From an optimization exercise on the open Yosys and OpenROAD flow, aimed at small area, a short achievable clock period and few clock cycles per item; shortcuts taken in it are not production practice. RTL that was checked went through simulation tests only; none was proved equivalent to the original.

## mmu_top
module mmu_top (
    input  wire                        clk,
    input  wire                        rst_n,
    input  wire                        start,
    input  wire [8-1:0]      k_len,
    input  wire                        in_valid,
    input  wire [4*8-1:0] a_vec,
    input  wire [4*8-1:0] b_vec,
    input  wire                        rd_en,
    input  wire [2-1:0]       rd_row,
    output wire                        busy,
    output wire                        done,
    output wire                        rd_valid,
    output wire [4*24-1:0]  rd_data
);
Settings: LEC_CHECK=0, ABC_CLOCK_PERIOD_IN_PS=1500, CAP_MARGIN=20, CORE_MARGIN=2, CORE_UTILIZATION=45, CTS_CLUSTER_DIAMETER=100, CTS_CLUSTER_SIZE=30, PLACE_DENSITY=0.6, SETUP_SLACK_MARGIN=3.7, SLEW_MARGIN=20; clock period 6.5 ns.
run.sh (not shown) runs the stock make flow with config.mk's settings and CLKGATE_MAP_FILE= SYNTH_SCRIPT=/design/flow/synth_recipe.tcl, a recipe that flattens the netlist after the stock synthesis.
Testbench counts at the start, summed over its fixed seeds: cycles 5,195, jobs 320.
==> next run, changes <==
--- a/flow/design.v
+++ b/flow/design.v
@@ -96,25 +96,21 @@
     logic [15:0] s_q, c_q;
     always_ff @(posedge clk) begin
         s_q <= r0;
         c_q <= r1;
     end
     wire [22:0] x  = {{8{~s_q[15]}}, s_q[14:0]};
     wire [22:0] y  = {7'd0, c_q};
     wire [22:0] hs = acc ^ x ^ y;
     wire [22:0] hc = (acc & x) | (acc & y) | (x & y);
-    localparam int L = 7;
-    logic            cp;
-    wire  [L:0]      lo = {1'b0, hs[L-1:0]} + {1'b0, hc[L-2:0], 1'b0};
-    wire  [22-L:0]   hi = hs[22:L] + hc[21:L-1] + {{(22-L){1'b0}}, cp};
+    wire [22:0] nx = hs + {hc[21:0], 1'b0};
     always_ff @(posedge clk) begin
-        acc <= clr ? 23'd0 : {hi, lo[L-1:0]};
-        cp  <= clr ? 1'b0  : lo[L];
+        acc <= clr ? 23'd0 : nx;
     end
 endmodule
 `default_nettype wire
 `timescale 1ns/10ps
 `default_nettype none
 module systolic_grid (
     input  wire                                 clk,
     input  wire                                 clr,
     input  wire [4*8-1:0]        a_q,
@@ -268,28 +264,27 @@
         .rst_n    (rst_n),
         .start    (start),
         .k_len    (k_len),
         .in_valid (in_valid),
         .step     (step),
         .last     (last),
         .skip     (skip),
         .busy     (busy)
     );
-    localparam int SV = 1 + 1;     
-    logic [SV+1:0] last_sr;
+    logic [1+1:0] last_sr;
     always_ff @(posedge clk or negedge rst_n) begin
         if (!rst_n)
             last_sr <= '0;
         else
-            last_sr <= (last_sr << 1) | (SV+2)'(last_q);
+            last_sr <= (last_sr << 1) | (1+2)'(last_q);
     end
-    wire save = last_sr[SV];
-    assign done = last_sr[SV+1];
+    wire save = last_sr[1];
+    assign done = last_sr[1+1];
     logic [1:0] clr_sr;
     always_ff @(posedge clk or negedge rst_n) begin
         if (!rst_n)
             clr_sr <= '0;
         else
             clr_sr <= (clr_sr << 1) | (1+1)'(skip);
     end
     wire clr = clr_sr[1];
     operand_skew in_i (
Routed wire length climbs by 5.1%; utilization climbs by 2.0 points; synthesized cell count climbs by 2.6%; first-iteration DRC count climbs by 6.1%; synthesized area climbs by 0.86%.
For the second run of this note, only the layout was checked, not whether the RTL still works.

--- another note on this design; it stands on its own ---

== run A ==
## mmu_top
module mmu_top (
    input  wire                        clk,
    input  wire                        rst_n,
    input  wire                        start,
    input  wire [8-1:0]      k_len,
    input  wire                        in_valid,
    input  wire [4*8-1:0] a_vec,
    input  wire [4*8-1:0] b_vec,
    input  wire                        rd_en,
    input  wire [2-1:0]       rd_row,
    output wire                        busy,
    output wire                        done,
    output wire                        rd_valid,
    output wire [4*24-1:0]  rd_data
);
Size: roughly 6800 cells after synthesis, about 1400 flip-flops, ~180 I/O pins, roughly 75000 um^2 of cells after synthesis.
clock: 6.5 ns
lec_check: 0
cap_margin: 20
core_margin: 2
core_utilization: 62
cts_cluster_diameter: 80
cts_cluster_size: 20
place_density: 0.75
setup_slack_margin: 3.9
slew_margin: 20
run.sh (not shown) runs the stock make flow with config.mk's settings and CLKGATE_MAP_FILE= SYNTH_SCRIPT=/design/flow/synth_recipe.tcl, a recipe that flattens the netlist after the stock synthesis.
Testbench counts of run A, summed over its fixed seeds: cycles 5,195, jobs 320.
Modified inputs, run B compared to run A
Settings: putting TNS_END_PERCENT at 10 where nothing was set; swapping 62 for 55 in CORE_UTILIZATION; swapping 3.9 for 3.65 in SETUP_SLACK_MARGIN; swapping 0.75 for 0.7 in PLACE_DENSITY.
Delta(post-CTS repair timing setup buffer count, run B - run A) < 0. Summary of run B over run A: global-route met2 utilization decreased by 5.5 points relative to the old numbers; number of nets in the layout has decreased. Sequential share of layout area for run B: 0.89 points up relative to run A. Master of the slowest instance on the critical path: sky130_fd_sc_hd__clkdlybuf4s50_1 -> run B, sky130_fd_sc_hd__fa_2 -> run A. Comparing average routed wire per standard cell for run B and run A, the smaller number came from run B. Run B: number of instances resized during post-cts repair about 90% below run A. In the final reports, the cell area of run B is smaller than that of run A.
#### Input delta (run C over run B)
Settings: SETUP_SLACK_MARGIN: 3.65 -> 3.9.
Notes after the runs:
Looking at launching instance or port of the critical path, the grid_i.g_row[3].g_col[0].pe_i.acc[7]$_SDFF_PP0_ result is from run C; the rbuf_i.row_q[1]$_SDFF_PN0_ one comes from run B.
Between run B and run C, sequential fraction of total cell area is higher for run B, run C comes in under that.
Average wire per cell in the routed design grows slightly when moving from run B to run C.
Setup WNS run B -> run C: better
Sort run B and run C by met3 wire length, ascending, and run B comes first.
### run C -> run D
Settings: PLACE_DENSITY now 0.6, was 0.7; TNS_END_PERCENT no longer set, was 10; ABC_CLOCK_PERIOD_IN_PS now 1500, previously not set; CORE_UTILIZATION now 45, was 55.
--- outcome ---
Buffer share of cell area: run D vs run C up 1.3 points
Number of tap cells inserted, run D and run C, lower one = run C.
Delta(post-synthesis to final-layout area growth, run D - run C) > 0
Per the comparison of run D with run C, mean routed wirelength per cell increased 0.45 um, worst setup slack increased 0.049 ns.
Against run C, total vias in the final route in run D rose slightly.
Cmp run D vs run C: sequential share of layout area lower in run D
Taking run C as the reference point, the fmax of run D rises by 1.8%.

-- what the ideal ports hide --
How much do the figures lean on ideal ports? The routed layouts below were timed once more, with nothing changed but the port constraints. Step 1 assumes that a clkbuf_16 drives the clock port and a buf_2 every other input. Step 2 moves the port delays by t, midway between the first and last clock arrival at a register: inputs arrive t later, outputs are due t later. That takes back most of the time a late clock gives input paths. a / b / c = no drivers / after step 1 / after step 2; a / b = the first two.
| run | t, ns | setup slack, ns | hold WS [ns] | worst setup path after step 2 | slew at the worst register clock pin (ns) |
|---|---|---|---|---|---|
| the first run of note 1 | 0.800 | 3.380 / 3.380 / 2.978 | 0.361 / 0.361 / 0.361 | input to register | 0.12 / 0.12 |
| the second run of note 1 | 0.816 | 3.262 / 3.262 / 3.149 | 0.364 / 0.364 / 0.364 | input to register | 0.13 / 0.13 |
| run A | 0.760 | 3.702 / 3.702 / 3.269 | 0.346 / 0.346 / 0.346 | input to register | 0.09 / 0.09 |
| run B | 0.778 | 3.476 / 3.396 / 2.978 | 0.353 / 0.353 / 0.353 | input to register | 0.09 / 0.09 |
| run C | 0.780 | 3.651 / 3.651 / 2.992 | 0.353 / 0.353 / 0.353 | input to register | 0.09 / 0.09 |
| run D | 0.792 | 3.700 / 3.700 / 3.302 | 0.356 / 0.356 / 0.356 | input to register | 0.09 / 0.09 |
After both steps every run listed still meets setup and hold. The setup slack of run C, which loses most, moves by 0.000 ns with the drivers and by -0.659 ns with both steps.
